Source: an optimization exercise on an open RTL-to-GDS flow (aim: small area, a short achievable clock period and few clock cycles). Production flows keep margins and buffers that such runs may drop.
Where RTL was checked, it was by simulation tests only, not by an equivalence proof against the original.
No activity file was given, so power comes from the tool's default toggle rates.

==> build 76: inputs <==
==> flow/design.v <==
`default_nettype none
package mpu_pkg;
	typedef logic [4-1:0] id_t;
	typedef logic [$clog2(64):0] mpu_address_t;
	typedef logic [$clog2(64)-1:0] mem_index_t;
	typedef enum logic [2:0] {
		IDLE,    
		CHECK,   
		RCVID,   
		LOOKUP,  
		STORE    
	} store_state_t;
endpackage
`default_nettype wire
`default_nettype none
package isa_pkg;
	typedef struct packed {
		logic [5:0]  opcode;
		logic [4:0]  dst;
		logic [4:0]  src1;
		logic [4:0]  src2;
		logic [10:0] imm;
	} instr_t;
	typedef struct packed {
		logic [32-($clog2(64)+1)-1:0] pad;
		logic [$clog2(64):0] length;  
	} length_hdr_t;
	typedef struct packed {
		logic [32-4-1:0] pad;
		logic [4-1:0] id;  
	} id_hdr_t;
	typedef union packed {
		instr_t      instr;
		length_hdr_t length_hdr;
		id_hdr_t     id_hdr;
	} store_word_u;
endpackage
`default_nettype wire
`default_nettype none
module mpu_top (
	input  wire         clock,
	input  wire         reset,
	input  wire         store_req,
	input  wire  [31:0] store_word,
	output logic        store_accept,
	output logic        store_wait,
	output logic        instr_valid,
	output logic [31:0] instr,
	output logic [3:0]  instr_thread_id,
	output logic        instr_last,
	input  wire         instr_ready
);
	localparam int DEPTH = 64;
	localparam int AW    = $clog2(DEPTH);
	localparam int NQ    = 8;
	localparam int SLOTS = DEPTH - 1;
	localparam int QW    = $clog2(NQ);
	logic          st_len;   
	logic          st_id;    
	logic          st_str;   
	logic [AW:0]   len_q;    
	logic [AW:0]   remain;   
	logic [AW:0]   free;     
	logic [QW:0]   nprog;    
	logic          fit_now;
	logic          len_xfer;
	logic          id_xfer;
	logic          w_xfer;
	logic          w_end;
	logic          rel_q;
	logic [AW:0]   rel_len_q;
	assign len_xfer = st_len && store_accept;
	assign id_xfer  = st_id && store_req;
	assign w_xfer   = st_str && store_req;
	assign w_end    = w_xfer && (remain == 1);
	assign fit_now = ({1'b0, store_word[AW:0]} <= {1'b0, free}) && (nprog < NQ);
	always_ff @(posedge clock) begin
		if (reset) begin
			st_len       <= 1'b1;
			st_id        <= 1'b0;
			st_str       <= 1'b0;
			store_accept <= 1'b0;
			store_wait   <= 1'b0;
		end else begin
			if (len_xfer) begin
				st_len <= 1'b0;
				st_id  <= 1'b1;
			end
			if (id_xfer) begin
				st_id  <= 1'b0;
				st_str <= 1'b1;
			end
			if (w_end) begin
				st_str <= 1'b0;
				st_len <= 1'b1;
			end
			if (st_len) begin
				store_accept <= store_accept || (store_req && fit_now);
				store_wait   <= !store_accept && store_req && !fit_now;
			end else begin
				store_accept <= !w_end;
				store_wait   <= 1'b0;
			end
		end
	end
	always_ff @(posedge clock) begin
		if (st_len) begin
			len_q <= store_word[AW:0];
		end
		if (len_xfer) begin
			remain <= len_q;
		end else if (w_xfer) begin
			remain <= remain - 1'b1;
		end
	end
	always_ff @(posedge clock) begin
		if (reset) begin
			free  <= (AW+1)'(DEPTH);
			nprog <= '0;
		end else begin
			free  <= free - (len_xfer ? len_q : '0) + (rel_q ? rel_len_q : '0);
			nprog <= nprog + (QW+1)'(len_xfer) - (QW+1)'(rel_q);
		end
	end
	logic [31:0]   mem   [SLOTS];
	logic          mlast [SLOTS];
	logic [AW-1:0] wp;
	logic [AW:0]   mcnt;   
	logic          mne;    
	logic [3:0]    idq   [NQ];
	logic [QW-1:0] iwp;
	logic [QW-1:0] irp;
	logic          load;
	logic          hs;
	logic [AW:0]   ocnt;   
	logic [AW-1:0] rp;
	logic [SLOTS-1:0] rsel;  
	logic [31:0]   rd_word;
	logic          rd_last;
	always_comb begin
		for (int k = 0; k < SLOTS; k++) begin
			rsel[k] = (rp == k);
		end
	end
	always_comb begin
		rd_word = '0;
		rd_last = 1'b0;
		for (int k = 0; k < SLOTS; k++) begin
			rd_word = rd_word | (mem[k] & {32{rsel[k]}});
			rd_last = rd_last | (mlast[k] & rsel[k]);
		end
	end
	always_ff @(posedge clock) begin
		if (st_str) begin
			mem[wp]   <= store_word;
			mlast[wp] <= (remain == 1);
		end
		if (st_id) begin
			idq[iwp] <= store_word[3:0];
		end
	end
	assign load = mne && (!instr_valid || instr_ready);
	assign hs   = instr_valid && instr_ready;
	always_ff @(posedge clock) begin
		if (reset) begin
			wp          <= '0;
			rp          <= '0;
			iwp         <= '0;
			irp         <= '0;
			mcnt        <= '0;
			mne         <= 1'b0;
			instr_valid <= 1'b0;
			ocnt        <= (AW+1)'(1);
			rel_q       <= 1'b0;
		end else begin
			if (w_xfer) begin
				wp <= (wp == AW'(SLOTS - 1)) ? '0 : wp + 1'b1;
			end
			if (id_xfer) begin
				iwp <= iwp + 1'b1;
			end
			if (load) begin
				rp <= (rp == AW'(SLOTS - 1)) ? '0 : rp + 1'b1;
				if (rd_last) begin
					irp <= irp + 1'b1;
				end
			end
			mcnt <= mcnt + (AW+1)'(w_xfer) - (AW+1)'(load);
			mne  <= w_xfer || (load ? (mcnt > 1) : mne);
			instr_valid <= load || (instr_valid && !instr_ready);
			if (hs) begin
				ocnt <= instr_last ? (AW+1)'(1) : ocnt + 1'b1;
			end
			rel_q <= hs && instr_last;
		end
	end
	always_ff @(posedge clock) begin
		rel_len_q <= ocnt;
	end
	always_ff @(posedge clock) begin
		if (reset) begin
			instr           <= '0;
			instr_last      <= 1'b0;
			instr_thread_id <= '0;
		end else if (load) begin
			instr           <= rd_word;
			instr_last      <= rd_last;
			instr_thread_id <= idq[irp];
		end
	end
endmodule
`default_nettype wire
==> flow/run.sh <==
#!/bin/bash
# synth_recipe.tcl (not shown) runs the flow's synth.tcl, then flattens the netlist and writes it again
# the make line also repeats each setting of config.mk as NAME=value (left out here)
make -C /OpenROAD-flow-scripts/flow DESIGN_CONFIG=/design/flow/config.mk WORK_HOME=/design/flow/orfs CLKGATE_MAP_FILE= SYNTH_SCRIPT=/design/flow/synth_recipe.tcl finish
==> flow/config.mk <==
export PLATFORM = sky130hd
export DESIGN_NAME = mpu_top
export DESIGN_NICKNAME = mpu_top
export VERILOG_FILES = /design/flow/design.v
export SDC_FILE = /design/flow/constraint.sdc
export NUM_CORES = 4
export LEC_CHECK = 0
export ABC_CLOCK_PERIOD_IN_PS = 2500
export CAP_MARGIN = 20
export CORE_MARGIN = 2
export CORE_UTILIZATION = 50
export CTS_CLUSTER_DIAMETER = 100
export CTS_CLUSTER_SIZE = 30
export SETUP_SLACK_MARGIN = 4.3
export SLEW_MARGIN = 20
==> flow/constraint.sdc <==
create_clock -name core_clock -period 7.0 [get_ports {clock}]
set_input_delay 1.4000 -clock core_clock [delete_from_list [all_inputs] [get_ports {clock}]]
set_output_delay 1.4000 -clock core_clock [all_outputs]
set_load 0.01 [all_outputs]
==> trial 81 (differences from build 76) <==
==> flow/design.v, changed modules only <==
module mpu_top (
	input  wire         clock,
	input  wire         reset,
	input  wire         store_req,
	input  wire  [31:0] store_word,
	output logic        store_accept,
	output logic        store_wait,
	output logic        instr_valid,
	output logic [31:0] instr,
	output logic [3:0]  instr_thread_id,
	output logic        instr_last,
	input  wire         instr_ready
);
	localparam int DEPTH = 64;
	localparam int AW    = $clog2(DEPTH);
	localparam int NQ    = 8;
	localparam int QW    = $clog2(NQ);
	logic          st_len;   
	logic          st_id;    
	logic          st_str;   
	logic [AW:0]   len_q;    
	logic [AW:0]   remain;   
	logic [AW:0]   free;     
	logic [QW:0]   nprog;    
	logic          fit_now;
	logic          len_xfer;
	logic          id_xfer;
	logic          w_xfer;
	logic          w_end;
	logic          rel_q;
	logic [AW:0]   rel_len_q;
	assign len_xfer = st_len && store_accept;
	assign id_xfer  = st_id && store_req;
	assign w_xfer   = st_str && store_req;
	assign w_end    = w_xfer && (remain == 1);
	assign fit_now = ({1'b0, store_word[AW:0]} <= {1'b0, free}) && (nprog < NQ);
	always_ff @(posedge clock) begin
		if (reset) begin
			st_len       <= 1'b1;
			st_id        <= 1'b0;
			st_str       <= 1'b0;
			store_accept <= 1'b0;
			store_wait   <= 1'b0;
		end else begin
			if (len_xfer) begin
				st_len <= 1'b0;
				st_id  <= 1'b1;
			end
			if (id_xfer) begin
				st_id  <= 1'b0;
				st_str <= 1'b1;
			end
			if (w_end) begin
				st_str <= 1'b0;
				st_len <= 1'b1;
			end
			if (st_len) begin
				store_accept <= store_accept || (store_req && fit_now);
				store_wait   <= !store_accept && store_req && !fit_now;
			end else begin
				store_accept <= !w_end;
				store_wait   <= 1'b0;
			end
		end
	end
	always_ff @(posedge clock) begin
		if (st_len) begin
			len_q <= store_word[AW:0];
		end
		if (len_xfer) begin
			remain <= len_q;
		end else if (w_xfer) begin
			remain <= remain - 1'b1;
		end
	end
	always_ff @(posedge clock) begin
		if (reset) begin
			free  <= (AW+1)'(DEPTH);
			nprog <= '0;
		end else begin
			free  <= free - (len_xfer ? len_q : '0) + (rel_q ? rel_len_q : '0);
			nprog <= nprog + (QW+1)'(len_xfer) - (QW+1)'(rel_q);
		end
	end
	logic [31:0]   mem   [DEPTH];
	logic          mlast [DEPTH];
	logic [AW-1:0] wp;
	logic [AW-1:0] rp;
	logic [AW:0]   mcnt;   
	logic          mne;    
	logic [3:0]    idq   [NQ];
	logic [QW-1:0] iwp;
	logic [QW-1:0] irp;
	logic          load;
	logic          hs;
	logic [AW:0]   ocnt;   
	always_ff @(posedge clock) begin
		if (st_str) begin
			mem[wp]   <= store_word;
			mlast[wp] <= (remain == 1);
		end
		if (st_id) begin
			idq[iwp] <= store_word[3:0];
		end
	end
	assign load = mne && (!instr_valid || instr_ready);
	assign hs   = instr_valid && instr_ready;
	always_ff @(posedge clock) begin
		if (reset) begin
			wp          <= '0;
			rp          <= '0;
			iwp         <= '0;
			irp         <= '0;
			mcnt        <= '0;
			mne         <= 1'b0;
			instr_valid <= 1'b0;
			ocnt        <= (AW+1)'(1);
			rel_q       <= 1'b0;
		end else begin
			if (w_xfer) begin
				wp <= wp + 1'b1;
			end
			if (id_xfer) begin
				iwp <= iwp + 1'b1;
			end
			if (load) begin
				rp <= rp + 1'b1;
				if (mlast[rp]) begin
					irp <= irp + 1'b1;
				end
			end
			mcnt <= mcnt + (AW+1)'(w_xfer) - (AW+1)'(load);
			mne  <= w_xfer || (load ? (mcnt > 1) : mne);
			instr_valid <= load || (instr_valid && !instr_ready);
			if (hs) begin
				ocnt <= instr_last ? (AW+1)'(1) : ocnt + 1'b1;
			end
			rel_q <= hs && instr_last;
		end
	end
	always_ff @(posedge clock) begin
		rel_len_q <= ocnt;
		if (load) begin
			instr           <= mem[rp];
			instr_last      <= mlast[rp];
			instr_thread_id <= idq[irp];
		end
	end
endmodule
--- a/flow/config.mk
+++ b/flow/config.mk
@@ -7,3 +7,2 @@
 export LEC_CHECK = 0
-export ABC_CLOCK_PERIOD_IN_PS = 2500
 export CAP_MARGIN = 20
@@ -11,5 +10,2 @@
 export CORE_UTILIZATION = 50
-export CTS_CLUSTER_DIAMETER = 100
-export CTS_CLUSTER_SIZE = 30
-export SETUP_SLACK_MARGIN = 4.3
 export SLEW_MARGIN = 20
==> results.txt <==
                                                                    trial 81     build 76
Status                                      no timing/DRC/antenna violations  no timing/DRC/antenna violations
Number of buffer and inverter stages on the critical path                  2            1
CP max stage delay                                                   1.06 ns      0.74 ns
Compound-cell area share of the yosys netlist                         1.034%       10.38%
Synthesized instance count                                             3,710        4,679
Horiz. Die Dim                                                      420.4 um     406.8 um
Count of multi-input combinational gates                               1,217        2,165
Proportion of power drawn by the clock network                         41.9%        28.9%
Area of the mapped netlist                                        86,680 um2   81,140 um2
Count of cells along the worst register-to-register path                   7            3
Utilization after layout                                              57.03%       57.35%
Initial core utilization                                              50.42%       50.42%
Switching fraction of total power                                     20.89%       21.66%
Power in combinational cells                                         1.17 mW      1.15 mW
Placeable Area                                                   171,900 um2  160,900 um2
Final Total Pwr                                                     27.84 mW     22.32 mW
End point of the critical path                                      instr[6]   mem[39][9]
Post-route fraction of the period consumed by the critical path       61.69%       40.25%
Synthesis-stage register bit count                                     2,259        2,220
Placed cell area                                                  90,830 um2   85,790 um2
Via count of the first global-routing pass                            40,460       47,533
Peak supply drop                                                   0.2623 mV    0.2091 mV
Vert. Die Dim                                                       420.4 um     406.8 um
Initial antenna violation count                                           12           21
Data arrival time of the critical path                               4.86 ns      3.20 ns
Testbench counts of trial 81, summed over its fixed seeds: cycles 13,419.
For build 76, only the layout was checked, not whether the RTL still works.

re-timing with driven ports:
No port has a modelled driver above. Below, the same layouts with a new extraction and two added sets of constraints.
Step 1: set_driving_cell puts a clkbuf_16 on clock and a buf_2 on each other input, an assumption about the parent block.
Step 2, shift: input delay + t, output delay - t, t = (earliest + latest rising clock arrival at the registers) / 2. This alone moves slack from input paths to output paths.
a / b / c = ideal ports / drivers / drivers and shift; a / b = the first two.
run	t (ns)	slack for setup (ns)	cell pins on the clock port's net
build 76	0.845	4.182 / 4.152 / 3.496	1
trial 81	0.933	2.682 / 2.682 / 2.311	1
After both steps every run listed still meets setup and hold. The setup slack of build 76, which loses most, moves by -0.030 ns with the drivers and by -0.686 ns with both steps.
